Context: an optimization exercise on an open-source flow, tuned for small area, a short achievable clock period and few clock cycles. The choices shown serve that exercise and are no tape-out recipe.
Function was checked by simulation only, so behaviour that the tests miss may differ from the original.
Power is estimated from default activity; no workload was simulated.

[design/flow/constraint.sdc]
create_clock -name core_clock -period 6.5 [get_ports {i_clk}]
set_input_delay 1.3000 -clock core_clock [delete_from_list [all_inputs] [get_ports {i_clk}]]
set_output_delay 1.3000 -clock core_clock [all_outputs]
set_load 0.01 [all_outputs]
[design/flow/config.mk]
export PLATFORM = sky130hd
export DESIGN_NAME = hexahedron_to_tetrahedra_split
export DESIGN_NICKNAME = hexahedron_to_tetrahedra_split
export VERILOG_FILES = /design/flow/design.v
export SDC_FILE = /design/flow/constraint.sdc
export NUM_CORES = 4
export LEC_CHECK = 0
export CAP_MARGIN = 20
export CORE_MARGIN = 2
export CORE_UTILIZATION = 40
export SLEW_MARGIN = 20
[design/flow/design.v]
`default_nettype none
package hts_pkg;
    localparam int unsigned NUM_CORNERS = 8;
    localparam int unsigned NUM_MINS    = 6;
    localparam int unsigned MAX_TETS    = 6;
    localparam int unsigned TET_WIDTH   = 32;
    typedef logic [2:0] t_corner;
    typedef logic [2:0] t_tet_idx;
    typedef logic [1:0] t_nbits;
    typedef logic [2:0] t_diag;
    typedef enum logic [1:0] {
        ROT_NONE = 2'd0,
        ROT_120  = 2'd1,
        ROT_240  = 2'd2
    } t_rot;
    localparam t_tet_idx TET_LAST_FIVE = 3'd4;
    localparam t_tet_idx TET_LAST_SIX  = 3'd5;
    function automatic t_corner corner_perm(input t_corner r, input t_corner k);
        case ({r, k})
            6'd0: corner_perm = 3'd0; 6'd1: corner_perm = 3'd1; 6'd2: corner_perm = 3'd2; 6'd3: corner_perm = 3'd3;
            6'd4: corner_perm = 3'd4; 6'd5: corner_perm = 3'd5; 6'd6: corner_perm = 3'd6; 6'd7: corner_perm = 3'd7;
            6'd8: corner_perm = 3'd1; 6'd9: corner_perm = 3'd0; 6'd10: corner_perm = 3'd4; 6'd11: corner_perm = 3'd5;
            6'd12: corner_perm = 3'd2; 6'd13: corner_perm = 3'd3; 6'd14: corner_perm = 3'd7; 6'd15: corner_perm = 3'd6;
            6'd16: corner_perm = 3'd2; 6'd17: corner_perm = 3'd1; 6'd18: corner_perm = 3'd5; 6'd19: corner_perm = 3'd6;
            6'd20: corner_perm = 3'd3; 6'd21: corner_perm = 3'd0; 6'd22: corner_perm = 3'd4; 6'd23: corner_perm = 3'd7;
            6'd24: corner_perm = 3'd3; 6'd25: corner_perm = 3'd0; 6'd26: corner_perm = 3'd1; 6'd27: corner_perm = 3'd2;
            6'd28: corner_perm = 3'd7; 6'd29: corner_perm = 3'd4; 6'd30: corner_perm = 3'd5; 6'd31: corner_perm = 3'd6;
            6'd32: corner_perm = 3'd4; 6'd33: corner_perm = 3'd0; 6'd34: corner_perm = 3'd3; 6'd35: corner_perm = 3'd7;
            6'd36: corner_perm = 3'd5; 6'd37: corner_perm = 3'd1; 6'd38: corner_perm = 3'd2; 6'd39: corner_perm = 3'd6;
            6'd40: corner_perm = 3'd5; 6'd41: corner_perm = 3'd1; 6'd42: corner_perm = 3'd0; 6'd43: corner_perm = 3'd4;
            6'd44: corner_perm = 3'd6; 6'd45: corner_perm = 3'd2; 6'd46: corner_perm = 3'd3; 6'd47: corner_perm = 3'd7;
            6'd48: corner_perm = 3'd6; 6'd49: corner_perm = 3'd2; 6'd50: corner_perm = 3'd1; 6'd51: corner_perm = 3'd5;
            6'd52: corner_perm = 3'd7; 6'd53: corner_perm = 3'd3; 6'd54: corner_perm = 3'd0; 6'd55: corner_perm = 3'd4;
            6'd56: corner_perm = 3'd7; 6'd57: corner_perm = 3'd3; 6'd58: corner_perm = 3'd2; 6'd59: corner_perm = 3'd6;
            6'd60: corner_perm = 3'd4; 6'd61: corner_perm = 3'd0; 6'd62: corner_perm = 3'd1; 6'd63: corner_perm = 3'd5;
            default: corner_perm = 3'd0;
        endcase
    endfunction
    function automatic t_rot rot_of_bits(input t_diag bits);
        case (bits)
            3'd0: rot_of_bits = t_rot'(2'd0);
            3'd1: rot_of_bits = t_rot'(2'd1);
            3'd2: rot_of_bits = t_rot'(2'd2);
            3'd3: rot_of_bits = t_rot'(2'd0);
            3'd4: rot_of_bits = t_rot'(2'd0);
            3'd5: rot_of_bits = t_rot'(2'd2);
            3'd6: rot_of_bits = t_rot'(2'd1);
            3'd7: rot_of_bits = t_rot'(2'd0);
            default: rot_of_bits = t_rot'(2'd0);
        endcase
    endfunction
    function automatic t_corner split_tab(input t_nbits n, input t_tet_idx k, input logic [1:0] c);
        case ({n, k, c})
            7'd0: split_tab = 3'd0; 7'd1: split_tab = 3'd1; 7'd2: split_tab = 3'd2; 7'd3: split_tab = 3'd5;
            7'd4: split_tab = 3'd0; 7'd5: split_tab = 3'd2; 7'd6: split_tab = 3'd7; 7'd7: split_tab = 3'd5;
            7'd8: split_tab = 3'd0; 7'd9: split_tab = 3'd2; 7'd10: split_tab = 3'd3; 7'd11: split_tab = 3'd7;
            7'd12: split_tab = 3'd0; 7'd13: split_tab = 3'd5; 7'd14: split_tab = 3'd7; 7'd15: split_tab = 3'd4;
            7'd16: split_tab = 3'd2; 7'd17: split_tab = 3'd7; 7'd18: split_tab = 3'd5; 7'd19: split_tab = 3'd6;
            7'd20: split_tab = 3'd0; 7'd21: split_tab = 3'd0; 7'd22: split_tab = 3'd0; 7'd23: split_tab = 3'd0;
            7'd32: split_tab = 3'd0; 7'd33: split_tab = 3'd5; 7'd34: split_tab = 3'd7; 7'd35: split_tab = 3'd4;
            7'd36: split_tab = 3'd0; 7'd37: split_tab = 3'd1; 7'd38: split_tab = 3'd7; 7'd39: split_tab = 3'd5;
            7'd40: split_tab = 3'd1; 7'd41: split_tab = 3'd6; 7'd42: split_tab = 3'd7; 7'd43: split_tab = 3'd5;
            7'd44: split_tab = 3'd0; 7'd45: split_tab = 3'd7; 7'd46: split_tab = 3'd2; 7'd47: split_tab = 3'd3;
            7'd48: split_tab = 3'd0; 7'd49: split_tab = 3'd7; 7'd50: split_tab = 3'd1; 7'd51: split_tab = 3'd2;
            7'd52: split_tab = 3'd1; 7'd53: split_tab = 3'd7; 7'd54: split_tab = 3'd6; 7'd55: split_tab = 3'd2;
            7'd64: split_tab = 3'd0; 7'd65: split_tab = 3'd4; 7'd66: split_tab = 3'd5; 7'd67: split_tab = 3'd6;
            7'd68: split_tab = 3'd0; 7'd69: split_tab = 3'd3; 7'd70: split_tab = 3'd7; 7'd71: split_tab = 3'd6;
            7'd72: split_tab = 3'd0; 7'd73: split_tab = 3'd7; 7'd74: split_tab = 3'd4; 7'd75: split_tab = 3'd6;
            7'd76: split_tab = 3'd0; 7'd77: split_tab = 3'd1; 7'd78: split_tab = 3'd2; 7'd79: split_tab = 3'd5;
            7'd80: split_tab = 3'd0; 7'd81: split_tab = 3'd3; 7'd82: split_tab = 3'd6; 7'd83: split_tab = 3'd2;
            7'd84: split_tab = 3'd0; 7'd85: split_tab = 3'd6; 7'd86: split_tab = 3'd5; 7'd87: split_tab = 3'd2;
            7'd96: split_tab = 3'd0; 7'd97: split_tab = 3'd2; 7'd98: split_tab = 3'd3; 7'd99: split_tab = 3'd6;
            7'd100: split_tab = 3'd0; 7'd101: split_tab = 3'd3; 7'd102: split_tab = 3'd7; 7'd103: split_tab = 3'd6;
            7'd104: split_tab = 3'd0; 7'd105: split_tab = 3'd7; 7'd106: split_tab = 3'd4; 7'd107: split_tab = 3'd6;
            7'd108: split_tab = 3'd0; 7'd109: split_tab = 3'd5; 7'd110: split_tab = 3'd6; 7'd111: split_tab = 3'd4;
            7'd112: split_tab = 3'd1; 7'd113: split_tab = 3'd5; 7'd114: split_tab = 3'd6; 7'd115: split_tab = 3'd0;
            7'd116: split_tab = 3'd1; 7'd117: split_tab = 3'd6; 7'd118: split_tab = 3'd2; 7'd119: split_tab = 3'd0;
            default: split_tab = 3'd0;
        endcase
    endfunction
endpackage
`default_nettype wire
`default_nettype none
module hts_lane #(
    parameter int unsigned W    = 32,
    parameter int unsigned LANE = 0
) (
    input  logic [hts_pkg::NUM_CORNERS-1:0][W-1:0] i_v,
    output logic         o_win
);
    always_comb begin
        o_win = 1'b1;
        for (int j = 0; j < hts_pkg::NUM_CORNERS; j++) begin
            if (j < int'(LANE)) begin
                if (!(i_v[LANE] < i_v[j])) begin
                    o_win = 1'b0;
                end
            end else if (j > int'(LANE)) begin
                if (i_v[j] < i_v[LANE]) begin
                    o_win = 1'b0;
                end
            end
        end
    end
endmodule
`default_nettype wire
`default_nettype none
module hts_merge (
    input  logic [hts_pkg::NUM_CORNERS-1:0] i_win,
    output hts_pkg::t_corner                o_corner
);
    always_comb begin
        o_corner = '0;
        for (int k = 0; k < hts_pkg::NUM_CORNERS; k++) begin
            if (i_win[k]) begin
                o_corner = o_corner | hts_pkg::t_corner'(k);
            end
        end
    end
endmodule
`default_nettype wire
`default_nettype none
module hts_emit #(
    parameter int unsigned W = 32
) (
    input  logic                          i_clk,
    input  logic                          i_rst_n,
    input  logic                          i_load,
    input  logic [hts_pkg::NUM_CORNERS-1:0][W-1:0]                  i_vq,
    input  hts_pkg::t_nbits               i_n,
    output logic                          o_ready,
    input  logic                          i_stall,
    output logic                          o_valid,
    output logic [hts_pkg::TET_WIDTH-1:0] o_tet_a,
    output logic [hts_pkg::TET_WIDTH-1:0] o_tet_b,
    output logic [hts_pkg::TET_WIDTH-1:0] o_tet_c,
    output logic [hts_pkg::TET_WIDTH-1:0] o_tet_d,
    output logic                          o_last_of_run
);
    logic         r_vld;
    hts_pkg::t_tet_idx     r_k;
    logic [hts_pkg::NUM_CORNERS-1:0][W-1:0] r_vq;
    hts_pkg::t_nbits       r_n;
    hts_pkg::t_tet_idx     w_last_k;
    logic         w_acc;
    logic         w_end;
    assign w_last_k = (r_n == 2'd0) ? hts_pkg::TET_LAST_FIVE : hts_pkg::TET_LAST_SIX;
    assign w_acc    = r_vld && !i_stall;
    assign w_end    = w_acc && (r_k == w_last_k);
    assign o_ready  = !r_vld || w_end;
    always_ff @(posedge i_clk) begin
        if (!i_rst_n) begin
            r_vld <= 1'b0;
            r_k   <= '0;
        end else if (i_load) begin
            r_vld <= 1'b1;
            r_k   <= '0;
        end else if (w_end) begin
            r_vld <= 1'b0;
            r_k   <= '0;
        end else if (w_acc) begin
            r_k   <= r_k + 3'd1;
        end
    end
    always_ff @(posedge i_clk) begin
        if (i_load) begin
            r_vq <= i_vq;
            r_n  <= i_n;
        end
    end
    assign o_valid       = r_vld;
    assign o_last_of_run = (r_k == w_last_k);
    assign o_tet_a       = hts_pkg::TET_WIDTH'(r_vq[hts_pkg::split_tab(r_n, r_k, 2'd0)]);
    assign o_tet_b       = hts_pkg::TET_WIDTH'(r_vq[hts_pkg::split_tab(r_n, r_k, 2'd1)]);
    assign o_tet_c       = hts_pkg::TET_WIDTH'(r_vq[hts_pkg::split_tab(r_n, r_k, 2'd2)]);
    assign o_tet_d       = hts_pkg::TET_WIDTH'(r_vq[hts_pkg::split_tab(r_n, r_k, 2'd3)]);
endmodule
`default_nettype wire
`default_nettype none
module hexahedron_to_tetrahedra_split #(
    parameter int unsigned INDEX_WIDTH = 32
) (
    input  logic                          i_clk,
    input  logic                          i_rst_n,
    input  logic                          i_valid,
    output logic                          o_stall,
    input  logic [INDEX_WIDTH-1:0]        i_vertex_0,
    input  logic [INDEX_WIDTH-1:0]        i_vertex_1,
    input  logic [INDEX_WIDTH-1:0]        i_vertex_2,
    input  logic [INDEX_WIDTH-1:0]        i_vertex_3,
    input  logic [INDEX_WIDTH-1:0]        i_vertex_4,
    input  logic [INDEX_WIDTH-1:0]        i_vertex_5,
    input  logic [INDEX_WIDTH-1:0]        i_vertex_6,
    input  logic [INDEX_WIDTH-1:0]        i_vertex_7,
    output logic                          o_valid,
    input  logic                          i_stall,
    output logic [hts_pkg::TET_WIDTH-1:0] o_tet_a,
    output logic [hts_pkg::TET_WIDTH-1:0] o_tet_b,
    output logic [hts_pkg::TET_WIDTH-1:0] o_tet_c,
    output logic [hts_pkg::TET_WIDTH-1:0] o_tet_d,
    output logic                          o_last_of_run
);
    localparam int unsigned W = INDEX_WIDTH;
    logic         r1_vld;
    logic [hts_pkg::NUM_CORNERS-1:0][W-1:0] r1_v;
    logic         r2_vld;
    logic [hts_pkg::NUM_CORNERS-1:0][W-1:0] r2_v;
    hts_pkg::t_corner      r2_r;
    logic         r3_vld;
    logic [hts_pkg::NUM_CORNERS-1:0][W-1:0] r3_v;
    logic [hts_pkg::NUM_CORNERS-1:0][2:0]      r3_p;
    logic [hts_pkg::NUM_MINS-1:0][W-1:0] r3_min;
    logic [hts_pkg::NUM_CORNERS-1:0][W-1:0]           w_in_v;
    logic [hts_pkg::NUM_CORNERS-1:0] w_win;
    hts_pkg::t_corner                w_r;
    logic [hts_pkg::NUM_CORNERS-1:0][2:0]                w_p;
    logic [hts_pkg::NUM_CORNERS-1:0][W-1:0]           w_vp;
    logic [hts_pkg::NUM_MINS-1:0][W-1:0]           w_min;
    hts_pkg::t_diag                  w_bits;
    hts_pkg::t_nbits                 w_n;
    hts_pkg::t_rot                   w_rot;
    logic [hts_pkg::NUM_CORNERS-1:0][2:0]                w_pr;
    logic [hts_pkg::NUM_CORNERS-1:0][W-1:0]           w_vq;
    logic w_in_acc;
    logic w_rdy1;
    logic w_rdy2;
    logic w_rdy3;
    logic w_emit_rdy;
    logic w_emit_load;
    assign w_in_v[0] = i_vertex_0;
    assign w_in_v[1] = i_vertex_1;
    assign w_in_v[2] = i_vertex_2;
    assign w_in_v[3] = i_vertex_3;
    assign w_in_v[4] = i_vertex_4;
    assign w_in_v[5] = i_vertex_5;
    assign w_in_v[6] = i_vertex_6;
    assign w_in_v[7] = i_vertex_7;
    assign w_rdy3      = !r3_vld || w_emit_rdy;
    assign w_rdy2      = !r2_vld || w_rdy3;
    assign w_rdy1      = !r1_vld || w_rdy2;
    assign o_stall     = !w_rdy1;
    assign w_in_acc    = i_valid && w_rdy1;
    assign w_emit_load = r3_vld && w_emit_rdy;
    genvar g;
    generate
        for (g = 0; g < hts_pkg::NUM_CORNERS; g++) begin : g_lane
            hts_lane #(
                .W    (W),
                .LANE (g)
            ) u_lane (
                .i_v   (r1_v),
                .o_win (w_win[g])
            );
        end
    endgenerate
    hts_merge u_merge (
        .i_win    (w_win),
        .o_corner (w_r)
    );
    always_comb begin
        for (int k = 0; k < hts_pkg::NUM_CORNERS; k++) begin
            w_p[k]  = hts_pkg::corner_perm(r2_r, hts_pkg::t_corner'(k));
            w_vp[k] = r2_v[w_p[k]];
        end
        w_min[0] = (w_vp[1] < w_vp[6]) ? w_vp[1] : w_vp[6];
        w_min[1] = (w_vp[2] < w_vp[5]) ? w_vp[2] : w_vp[5];
        w_min[2] = (w_vp[3] < w_vp[6]) ? w_vp[3] : w_vp[6];
        w_min[3] = (w_vp[2] < w_vp[7]) ? w_vp[2] : w_vp[7];
        w_min[4] = (w_vp[4] < w_vp[6]) ? w_vp[4] : w_vp[6];
        w_min[5] = (w_vp[5] < w_vp[7]) ? w_vp[5] : w_vp[7];
    end
    always_comb begin
        w_bits[2] = r3_min[0] < r3_min[1];
        w_bits[1] = r3_min[2] < r3_min[3];
        w_bits[0] = r3_min[4] < r3_min[5];
        w_n   = {1'b0, w_bits[0]} + {1'b0, w_bits[1]} + {1'b0, w_bits[2]};
        w_rot = hts_pkg::rot_of_bits(w_bits);
        w_pr  = r3_p;
        case (w_rot)
            hts_pkg::ROT_120: begin
                w_pr[1] = r3_p[4];
                w_pr[4] = r3_p[3];
                w_pr[3] = r3_p[1];
                w_pr[5] = r3_p[7];
                w_pr[7] = r3_p[2];
                w_pr[2] = r3_p[5];
            end
            hts_pkg::ROT_240: begin
                w_pr[1] = r3_p[3];
                w_pr[3] = r3_p[4];
                w_pr[4] = r3_p[1];
                w_pr[5] = r3_p[2];
                w_pr[2] = r3_p[7];
                w_pr[7] = r3_p[5];
            end
            default: begin
                w_pr = r3_p;
            end
        endcase
        for (int k = 0; k < hts_pkg::NUM_CORNERS; k++) begin
            w_vq[k] = r3_v[w_pr[k]];
        end
    end
    always_ff @(posedge i_clk) begin
        if (!i_rst_n) begin
            r1_vld <= 1'b0;
            r2_vld <= 1'b0;
            r3_vld <= 1'b0;
        end else begin
            if (w_rdy1) begin
                r1_vld <= i_valid;
            end
            if (w_rdy2) begin
                r2_vld <= r1_vld;
            end
            if (w_rdy3) begin
                r3_vld <= r2_vld;
            end
        end
    end
    always_ff @(posedge i_clk) begin
        if (w_in_acc) begin
            r1_v <= w_in_v;
        end
        if (w_rdy2 && r1_vld) begin
            r2_v <= r1_v;
            r2_r <= w_r;
        end
        if (w_rdy3 && r2_vld) begin
            r3_v   <= r2_v;
            r3_p   <= w_p;
            r3_min <= w_min;
        end
    end
    hts_emit #(
        .W (W)
    ) u_emit (
        .i_clk         (i_clk),
        .i_rst_n       (i_rst_n),
        .i_load        (w_emit_load),
        .i_vq          (w_vq),
        .i_n           (w_n),
        .o_ready       (w_emit_rdy),
        .i_stall       (i_stall),
        .o_valid       (o_valid),
        .o_tet_a       (o_tet_a),
        .o_tet_b       (o_tet_b),
        .o_tet_c       (o_tet_c),
        .o_tet_d       (o_tet_d),
        .o_last_of_run (o_last_of_run)
    );
endmodule
`default_nettype wire
[design/flow/run.sh]
#!/bin/bash
# synth_recipe.tcl (not shown) runs the flow's synth.tcl, then flattens the netlist and writes it again
# the make line also repeats each setting of config.mk as NAME=value (left out here)
make -C /OpenROAD-flow-scripts/flow DESIGN_CONFIG=/design/flow/config.mk WORK_HOME=/design/flow/orfs CLKGATE_MAP_FILE= SYNTH_SCRIPT=/design/flow/synth_recipe.tcl finish
==> notes.md <==
vias per cell=between 6 and 7; Total Nets Final=11700; Syn Inst Count=~10000; family of cells with the greatest summed delay on the critical path=compound AO/OA/AOI/OAI gates; placement-stage cell area=approximately 110000 um^2; worst min path class=reg2reg; Final ANT Viol Nets=0; number of fill cells in the layout=about 22000; Die ar.=245000 um^2; CTS tree=done; share of the clock period used by the worst path after layout=93.8%; FMAX=164 MHz; class of the most critical setup path=reg2out; number of global-route vias before repair=78700; IO Port Bufs=390; overall power=24.8 mW; CP Launch Type=flip-flop; Pre-antenna DRT Iters=7; DRC violation count after routing=0; row cnt=180; wire per inst=26.9 um; time the final worst path needs with I/O delays and setup=just over 6000 ps; io pins=between 300 and 400; Core Region=240000 um^2; Post-DP HPWL=282 mm; total of flip-flops plus latches after synthesis=around 1200; buffer and inverter count on the worst path=4; initial cell density of the core=around two fifths; static leakage=approximately 46 nW; count of flip-flops with a built-in enable after synthesis=1239; slew margin rel.=approximately a fifth; Root Buffer=sky130_fd_sc_hd__clkbuf_16; cell occurring most often along the worst timing path=sky130_fd_sc_hd__nand2_1; fraction of the yosys area taken by sequential cells=38.8%; largest net degree at the start of global routing=153; final hold viol count=0; first-pass GRT wire length=528 mm; Worst Max-Slew Pin Slew=1160 ps; VDD IR-drop max=0.202 mV; tightest hold margin=457 ps; Placer Congestion=1.01; # Max-Cap Violations=0; multi-input gate area in the final layout=55400 um^2; CP max-delay cell=sky130_fd_sc_hd__o21ai_4; CTS Buf Count=143; type of destination of the critical path=primary output; Fin Setup TNS=0 ps; final global-route overflow total=0; routed vias=83100; CP Cell Sequence=inv_1, ha_1, nand2_1, o21ai_0, nor2_1, o21ai_4, buf_4, nand2_1, nand3_1, nand2_1, o21ai_0, buf_4, clkdlybuf4s50_1; register-to-register setup slack=roughly 670 ps; initial antenna violation count=9; sequential cell area in the final layout=37300 um^2; Detailed Route Iter0 Violations=roughly 11000; clock transition at the register clock pins on the worst setup and hold paths after CTS=around 60 ps; hold buffer count at cts=0; CP arrival=4800 ps; result of the run=finished clean; Syn-to-layout area delta=14.4%; synth unique cells=84; final design area excluding fillers=about 110000 um^2; Yosys warning total=11; top flip-flop cell by instance count after synthesis=sky130_fd_sc_hd__edfxtp_1; Worst-Skew Late Latency=around 830 ps; maximum count of clock buffers along a single path=3; total standard cell area after synthesis=~96000 um^2; Clock Skew=46.3 ps; CP Max Fanout=32; Mean Syn Cell Area=9.65 um^2; total track usage=approximately 29%; required arrival time at the worst endpoint=5200 ps; Setup violations, final=0; cell area power density=225 nW/um^2; RSZ-0062 raised after global routing=no; final WL=365 mm; largest stage delay on the critical path=740 ps; share of synthesized flip-flops with an asynchronous set or reset=0%; clock net sink count=1246; H-Tree Level Count=4; floorplan die height=between 400 and 500 um; proportion of layout cells with a drive suffix above 1=between 10% and 20%; Final Slew Violations=0; net count after synthesis=11400; horizontal die dimension=between 400 and 500 um
kinds of logic (layout without fill, tap and decap cells):
kind of cell | Yosys count | in the layout | synth area share (%)
AOI/OAI and AO/OA | 2062 | 2062 | 13.5
xor gates and xnor gates | 6 | 6 | 0.0623
and+or+nand+nor | 3458 | 3458 | 15.5
adders and majority gates | 1154 | 1154 | 15.0
DFF | 1246 | 1246 | 38.8
other | 0 | 5 | 0
muxes | 1005 | 1005 | 13.0
buffers and inverters | 1050 | 1431 | 4.21
cells in the mapped netlist (179+ instances only):
| library cell | n | area [um^2] |
|---|---|---|
| sky130_fd_sc_hd__o21ai_0 | 741 | 3710 |
| sky130_fd_sc_hd__ha_1 | 1153 | 14400 |
| sky130_fd_sc_hd__a21o_1 | 265 | 1990 |
| sky130_fd_sc_hd__mux2_2 | 325 | 3660 |
| sky130_fd_sc_hd__nand3_1 | 640 | 3200 |
| sky130_fd_sc_hd__nand4_1 | 179 | 1120 |
| sky130_fd_sc_hd__a21oi_1 | 385 | 1930 |
| sky130_fd_sc_hd__o211ai_1 | 192 | 1440 |
| sky130_fd_sc_hd__nor2_1 | 251 | 942 |
| sky130_fd_sc_hd__edfxtp_1 | 1239 | 37200 |
| sky130_fd_sc_hd__mux2i_1 | 513 | 5130 |
| sky130_fd_sc_hd__clkbuf_1 | 413 | 1550 |
| sky130_fd_sc_hd__nand2_1 | 2118 | 7950 |
| sky130_fd_sc_hd__inv_1 | 495 | 1860 |
layout make-up:
cell class	count	share of cell area [%]
Multi-Input combinational cell	7685	50.3
Sequential cell	1246	33.9
Timing Repair Buffer	667	6.10
Tap cell	3185	3.61
Clock buffer	162	3.35
Inverter	502	1.72
Clock inverter	100	1.06
Antenna cell	5	0.0113
worst paths after layout:
path	cells after the start	from	endpoint
hold / removal	0	r1_v[1]	r2_v[1]
hold reg to reg	0	r1_v[1]	r2_v[1]
setup / recovery	13	u_emit.r_k[1]	o_tet_c[1]
setup reg to reg	17	r2_r[2]	r3_min[32]
worst register-to-register path, delay by kind of cell (launching register included):
| family | cells | cell delay [ps] |
|---|---|---|
| buffers and inverters | 4 | 1470 |
| multiplexers | 2 | 710 |
| AO/OA/AOI/OAI | 7 | 1920 |
| AND/OR/NAND/NOR | 3 | 440 |
| adder cells (fa/ha/maj) | 1 | 300 |
| flip-flops | 1 | 740 |
stage by stage:
step,worst slack (ps),std cells,util [%]
floorplan,-3400,9981,-
CTS,107,13500,45.9
global route,56.5,13500,45.9
global placement,489,13300,43.9
finish,402,13600,45.9
detailed placement,366,13300,43.9
state kept, by name, summed over array words and instances, names as in the netlist:
signal / cells
r2_v: 256
r3_vld: 1
u_emit.r_n: 2
u_emit.r_vld: 1
r3_v: 256
r2_r: 3
r3_min: 192
u_emit.r_k: 3
u_emit.r_vq: 256
r1_vld: 1
r1_v: 256
r3_p: 18
r2_vld: 1
cells in the final DEF (no fill, tap or decap), drive strengths merged, types with 20 or more instances in the layout:
master / n
a2111oi: 24
a211oi: 79
a21o: 265
a21oi: 385
a221oi: 20
a311oi: 35
a31o: 32
a31oi: 49
and3: 74
and4: 26
buf: 276
clkbuf: 163
clkdlybuf4s50: 390
clkinv: 57
edfxtp: 1239
ha: 1153
inv: 513
mux2: 326
mux2i: 514
mux4: 165
nand2: 2119
nand2b: 41
nand3: 640
nand4: 179
nor2: 251
nor2b: 33
nor3: 40
o211ai: 192
o21a: 30
o21ai: 754
o221ai: 44
o31ai: 44
timing repair:
action                                  4_1_cts  5_1_grt
buffers inserted                              0        0
endpoints found under the setup margin        0       18
resized for setup                             0        2
endpoints found under the hold margin         0        0
where the power goes:
| group | internal [mW] | total, mW | switching, mW |
|---|---|---|---|
| Combinational | 2.58 | 6.42 | 3.84 |
| Clock | 4.81 | 8.37 | 3.56 |
| Sequential | 9.32 | 9.97 | 0.651 |
per-layer routing:
metal / GRT usage [%] / up-vias / part of all wire, % / wire [um]
li1: - / 37600 / - / -
met1: 43.9 / 40500 / 46 / 166000
met2: 41.3 / 4466 / 41 / 149000
met3: 4.49 / 547 / 9.7 / 35200
met4: 10.3 / 6 / 4.0 / 14400
met5: 0 / - / 0.011 / 39
Testbench counts, summed over its fixed seeds: cycles 18,483.

## what the ideal ports hide
No port has a modelled driver above. Below, the same layout with a new extraction and two added sets of constraints.
Step 1, drivers: a clkbuf_16 drives i_clk and a buf_2 each remaining input, both assumed.
Step 2 times the ports against the registers' clock, not the clock port: input delays grow and output delays shrink by t, the midpoint of the rising clock arrivals with the driver on.
Three values: no drivers, after step 1, after step 2; two values: the first two.
shift t [ns]: 0.905
slack for setup (ns): 0.402 / 0.302 / 0.670
worst setup path at the end: register to register
worst register clock-pin slew, ns: 0.07 / 0.07
After both steps setup and hold are still met in this run. The setup slack of this run moves by -0.100 ns with the drivers and by +0.268 ns with both steps.
